This design comes from an exercise in tuning for small area, a short achievable clock period and few clock cycles per item on the open sky130 flow, not from production work.
Where RTL was checked, it was by simulation tests only, not by an equivalence proof against the original.
Power figures rest on the tool's default switching activity, not on a simulated workload.

== ember ==
==> flow/design.v <==
`default_nettype none
package lru_pkg;
  localparam int KEY_SPACE_DEF  = 64;
  localparam int MAX_FRAMES_DEF = 8;
  localparam int              CFG_W     = 4;
  localparam logic [CFG_W-1:0] CFG_RESET = 4'd4;
endpackage
`default_nettype wire
`default_nettype none
`default_nettype wire
`default_nettype none
module lru_ctrl #(
  parameter  int KEY_SPACE  = lru_pkg::KEY_SPACE_DEF,
  parameter  int MAX_FRAMES = lru_pkg::MAX_FRAMES_DEF,
  localparam int KW         = $clog2(KEY_SPACE),
  localparam int CW         = $clog2(MAX_FRAMES + 1)
) (
  input  wire logic                      clk,
  input  wire logic                      rst_n,
  input  wire logic                      accept,
  input  wire logic [KW-1:0]             in_key,
  input  wire logic [$clog2(MAX_FRAMES)-1:0] limm1,
  output logic                           res_hit,
  output logic                           res_evicted,
  output logic [KW-1:0]                  res_evicted_key,
  output logic [CW-1:0]                  occupancy
);
  logic [KW-1:0]         list_r [MAX_FRAMES];
  logic [CW-1:0]         count_r;
  logic [MAX_FRAMES-1:0] vld;
  logic [MAX_FRAMES-1:0] match;
  logic [MAX_FRAMES-1:0] shift;
  logic                  hit;
  logic                  full;
  logic [KW-1:0]         tail_key;
  always_comb begin
    for (int i = 0; i < MAX_FRAMES; i++) begin
      vld[i]   = (count_r > CW'(i));
      match[i] = vld[i] && (list_r[i] == in_key);
    end
  end
  always_comb begin
    shift[0] = 1'b1;
    for (int i = 1; i < MAX_FRAMES; i++) begin
      shift[i] = shift[i-1] & ~match[i-1];
    end
  end
  assign hit  = |match;
  assign full = (count_r > CW'(limm1));
  always_comb begin
    tail_key = '0;
    for (int i = 0; i < MAX_FRAMES; i++) begin
      tail_key = tail_key | ({KW{count_r == CW'(i + 1)}} & list_r[i]);
    end
  end
  always_ff @(posedge clk) begin
    if (accept) begin
      list_r[0] <= in_key;
      for (int i = 1; i < MAX_FRAMES; i++) begin
        if (shift[i]) list_r[i] <= list_r[i-1];
      end
      res_hit         <= hit;
      res_evicted     <= ~hit & full;
      res_evicted_key <= {KW{~hit & full}} & tail_key;
    end
  end
  always_ff @(posedge clk) begin
    if (!rst_n) begin
      count_r <= '0;
    end else if (accept && !hit && !full) begin
      count_r <= CW'(count_r + 1'b1);
    end
  end
  assign occupancy = count_r;
endmodule
`default_nettype wire
`default_nettype none
module lru_page_reference_tracker_unit #(
  parameter  int KEY_SPACE  = lru_pkg::KEY_SPACE_DEF,
  parameter  int MAX_FRAMES = lru_pkg::MAX_FRAMES_DEF,
  localparam int KW         = $clog2(KEY_SPACE),
  localparam int CW         = $clog2(MAX_FRAMES + 1)
) (
  input  wire logic                      clk,
  input  wire logic                      rst_n,
  input  wire logic                      in_valid,
  output logic                           in_ready,
  input  wire logic [KW-1:0]             in_page_key,
  output logic                           out_valid,
  input  wire logic                      out_ready,
  output logic                           out_hit,
  output logic                           out_evicted,
  output logic [KW-1:0]                  out_evicted_key,
  output logic [CW-1:0]                  out_occupancy,
  input  wire logic                      cfg_valid,
  output logic                           cfg_ready,
  input  wire logic [lru_pkg::CFG_W-1:0] cfg_frames_in_use
);
  localparam int LW = $clog2(MAX_FRAMES);
  logic [LW-1:0] limm1_r;
  logic [LW-1:0] limm1_wr;
  logic          out_valid_r;
  logic          accept;
  always_comb begin
    if (cfg_frames_in_use == '0) begin
      limm1_wr = '0;
    end else if (cfg_frames_in_use > lru_pkg::CFG_W'(MAX_FRAMES)) begin
      limm1_wr = LW'(MAX_FRAMES - 1);
    end else begin
      limm1_wr = LW'(cfg_frames_in_use - 1'b1);
    end
  end
  assign cfg_ready = 1'b1;
  always_ff @(posedge clk) begin
    if (!rst_n) begin
      limm1_r <= LW'(lru_pkg::CFG_RESET - 1'b1);
    end else if (cfg_valid) begin
      limm1_r <= limm1_wr;
    end
  end
  assign in_ready = !out_valid_r || out_ready;
  assign accept   = in_valid && in_ready;
  lru_ctrl #(
    .KEY_SPACE  (KEY_SPACE),
    .MAX_FRAMES (MAX_FRAMES)
  ) u_ctrl (
    .clk             (clk),
    .rst_n           (rst_n),
    .accept          (accept),
    .in_key          (in_page_key),
    .limm1           (limm1_r),
    .res_hit         (out_hit),
    .res_evicted     (out_evicted),
    .res_evicted_key (out_evicted_key),
    .occupancy       (out_occupancy)
  );
  always_ff @(posedge clk) begin
    if (!rst_n) begin
      out_valid_r <= 1'b0;
    end else if (accept) begin
      out_valid_r <= 1'b1;
    end else if (out_ready) begin
      out_valid_r <= 1'b0;
    end
  end
  assign out_valid = out_valid_r;
endmodule
`default_nettype wire
==> flow/config.mk <==
export PLATFORM = sky130hd
export DESIGN_NAME = lru_page_reference_tracker_unit
export DESIGN_NICKNAME = lru_page_reference_tracker_unit
export VERILOG_FILES = /design/flow/design.v
export SDC_FILE = /design/flow/constraint.sdc
export NUM_CORES = 4
export LEC_CHECK = 0
export CAP_MARGIN = 20
export CORE_MARGIN = 2
export CORE_UTILIZATION = 40
export PLACE_DENSITY = 0.6
export SETUP_SLACK_MARGIN = 3
export SLEW_MARGIN = 20
==> flow/constraint.sdc <==
create_clock -name core_clock -period 5.5 [get_ports {clk}]
set_input_delay 1.1000 -clock core_clock [delete_from_list [all_inputs] [get_ports {clk}]]
set_output_delay 1.1000 -clock core_clock [all_outputs]
set_load 0.01 [all_outputs]
run.sh (not shown) runs the stock make flow with config.mk's settings and CLKGATE_MAP_FILE= SYNTH_SCRIPT=/design/flow/synth_recipe.tcl, a recipe that flattens the netlist after the stock synthesis.
Testbench counts of ember, summed over its fixed seeds: cycles 16,512, items 16,384.
Setup changes, ember to raven
diff --git a/flow/design.v b/flow/design.v
--- a/flow/design.v
+++ b/flow/design.v
@@ -20,5 +20,5 @@
   input  wire logic                      accept,
   input  wire logic [KW-1:0]             in_key,
-  input  wire logic [$clog2(MAX_FRAMES)-1:0] limm1,
+  input  wire logic [CW-1:0]             lim,
   output logic                           res_hit,
   output logic                           res_evicted,
@@ -47,5 +47,5 @@
   end
   assign hit  = |match;
-  assign full = (count_r > CW'(limm1));
+  assign full = (count_r >= lim);
   always_comb begin
     tail_key = '0;
@@ -97,16 +97,15 @@
   input  wire logic [lru_pkg::CFG_W-1:0] cfg_frames_in_use
 );
-  localparam int LW = $clog2(MAX_FRAMES);
-  logic [LW-1:0] limm1_r;
-  logic [LW-1:0] limm1_wr;
+  logic [CW-1:0] lim_r;
+  logic [CW-1:0] lim_wr;
   logic          out_valid_r;
   logic          accept;
   always_comb begin
     if (cfg_frames_in_use == '0) begin
-      limm1_wr = '0;
+      lim_wr = CW'(1);
     end else if (cfg_frames_in_use > lru_pkg::CFG_W'(MAX_FRAMES)) begin
-      limm1_wr = LW'(MAX_FRAMES - 1);
+      lim_wr = CW'(MAX_FRAMES);
     end else begin
-      limm1_wr = LW'(cfg_frames_in_use - 1'b1);
+      lim_wr = CW'(cfg_frames_in_use);
     end
   end
@@ -114,7 +113,7 @@
   always_ff @(posedge clk) begin
     if (!rst_n) begin
-      limm1_r <= LW'(lru_pkg::CFG_RESET - 1'b1);
+      lim_r <= CW'(lru_pkg::CFG_RESET);
     end else if (cfg_valid) begin
-      limm1_r <= limm1_wr;
+      lim_r <= lim_wr;
     end
   end
@@ -129,5 +128,5 @@
     .accept          (accept),
     .in_key          (in_page_key),
-    .limm1           (limm1_r),
+    .lim             (lim_r),
     .res_hit         (out_hit),
     .res_evicted     (out_evicted),
### Flow results
Per the final summary, raven finished and its layout is clean on timing, DRC and antenna.
Summary of raven over ember: die outline height roughly the same; critical path buffer and inverter count roughly the same; register fraction of the total cell area higher; area added between synthesis and finish lower.
Compared with ember, raven shows a total leakage power that is 4.2% lower.
Taking ember as the reference point, the core utilization of the finished layout of raven falls by 0.95 points.
Re flip-flop and latch count after synthesis: ember and raven aren't equal, and the lower value belongs to ember.
Against ember, worst hold slack in raven came out better.
No functional check of the RTL was part of raven.


## job 2767
// lru_page_reference_tracker_unit: RTL as listed in full above, without the edits since
Settings: LEC_CHECK=0, CAP_MARGIN=20, CORE_MARGIN=2, CORE_UTILIZATION=40, PLACE_DENSITY=0.6, SETUP_SLACK_MARGIN=3, SLEW_MARGIN=20, TNS_END_PERCENT=0; clock period 5.5 ns.
Testbench counts of job 2767, summed over its fixed seeds: cycles 16,512, items 16,384.
Changes in job 775 relative to job 2767:
diff --git a/flow/design.v b/flow/design.v
--- a/flow/design.v
+++ b/flow/design.v
@@ -30,12 +30,15 @@
   logic [MAX_FRAMES-1:0] vld;
   logic [MAX_FRAMES-1:0] match;
   logic [MAX_FRAMES-1:0] shift;
   logic                  hit;
   logic                  full;
   logic [KW-1:0]         tail_key;
+  logic                  hit_r;
+  logic                  full_r;
+  logic [KW-1:0]         tail_r;
   always_comb begin
     for (int i = 0; i < MAX_FRAMES; i++) begin
       vld[i]   = (count_r > CW'(i));
       match[i] = vld[i] && (list_r[i] == in_key);
     end
   end
@@ -56,25 +59,28 @@
   always_ff @(posedge clk) begin
     if (accept) begin
       list_r[0] <= in_key;
       for (int i = 1; i < MAX_FRAMES; i++) begin
         if (shift[i]) list_r[i] <= list_r[i-1];
       end
-      res_hit         <= hit;
-      res_evicted     <= ~hit & full;
-      res_evicted_key <= {KW{~hit & full}} & tail_key;
+      hit_r           <= hit;
+      full_r          <= full;
+      tail_r          <= tail_key;
     end
   end
   always_ff @(posedge clk) begin
     if (!rst_n) begin
       count_r <= '0;
     end else if (accept && !hit && !full) begin
       count_r <= CW'(count_r + 1'b1);
     end
   end
-  assign occupancy = count_r;
+  assign res_hit         = hit_r;
+  assign res_evicted     = ~hit_r & full_r;
+  assign res_evicted_key = {KW{~hit_r & full_r}} & tail_r;
+  assign occupancy       = count_r;
 endmodule
 `default_nettype wire
 `default_nettype none
 module lru_page_reference_tracker_unit #(
   parameter  int KEY_SPACE  = lru_pkg::KEY_SPACE_DEF,
   parameter  int MAX_FRAMES = lru_pkg::MAX_FRAMES_DEF,
[summary]
- Final critical delay including setup and external delays: job 775 vs job 2767 up 84 ps
- Job 2767 reports its category of the most critical setup path as in2reg while job 775 reports reg2out.
- Die boundary width of job 775 exceeds that of job 2767 slightly.
- Compared with job 2767, job 775 improves number of vias after detailed routing.
- | synthesized cell count | job 775 vs job 2767 | about 1.9% higher |
- Looking at area after synthesis, job 775 sits 1.5% above job 2767.
- Job 775 ended with less first-pass iteration count of the detailed router than job 2767.
- Final cell area: job 775 below job 2767
- Clock group share of total power in job 775 is 4.4 points below job 2767.
- Job 775 vs job 2767: hold slack up in job 775
- Compared to job 2767, the router laid down less metal wire for job 775.
- The run showing the greater required time reported for the critical path endpoint is job 2767.
- NOTE cell count job 2767->job 775 decreased slightly
- Job 775 finished every step from synthesis to the final layout, and the layout passed the timing, DRC and antenna checks.
Function not checked in job 775: the RTL went through the layout flow alone.

[re-timing with driven ports]
The results above use ideal ports. As a check the final layouts listed here were re-extracted and re-timed, cells and wires unchanged. Step 1: set_driving_cell puts a clkbuf_16 on clk and a buf_2 on each other input, an assumption about the parent block. Step 2 times the ports against the registers' clock, not the clock port: input delays grow and output delays shrink by t, the midpoint of the rising clock arrivals with the driver on. Slacks: no drivers / after step 1 / after step 2; pairs: no drivers / after step 1.
| run | shift t [ns] | setup WS [ns] | worst slew at a driven data input, ns | pins driven straight from the clock port |
|---|---|---|---|---|
| ember | 0.372 | 2.911 / 2.819 / 2.446 | 0.15 | 1 |
| raven | 0.367 | 2.966 / 2.935 / 2.644 | 0.04 | 1 |
| job 2767 | 0.375 | 2.868 / 2.779 / 2.404 | 0.12 | 1 |
| job 775 | 0.370 | 2.784 / 2.753 / 2.464 | 0.04 | 1 |
After both steps setup and hold are still met in every run listed. For ember, which loses most, drivers alone change the setup slack by -0.092 ns; drivers and shift together by -0.465 ns.
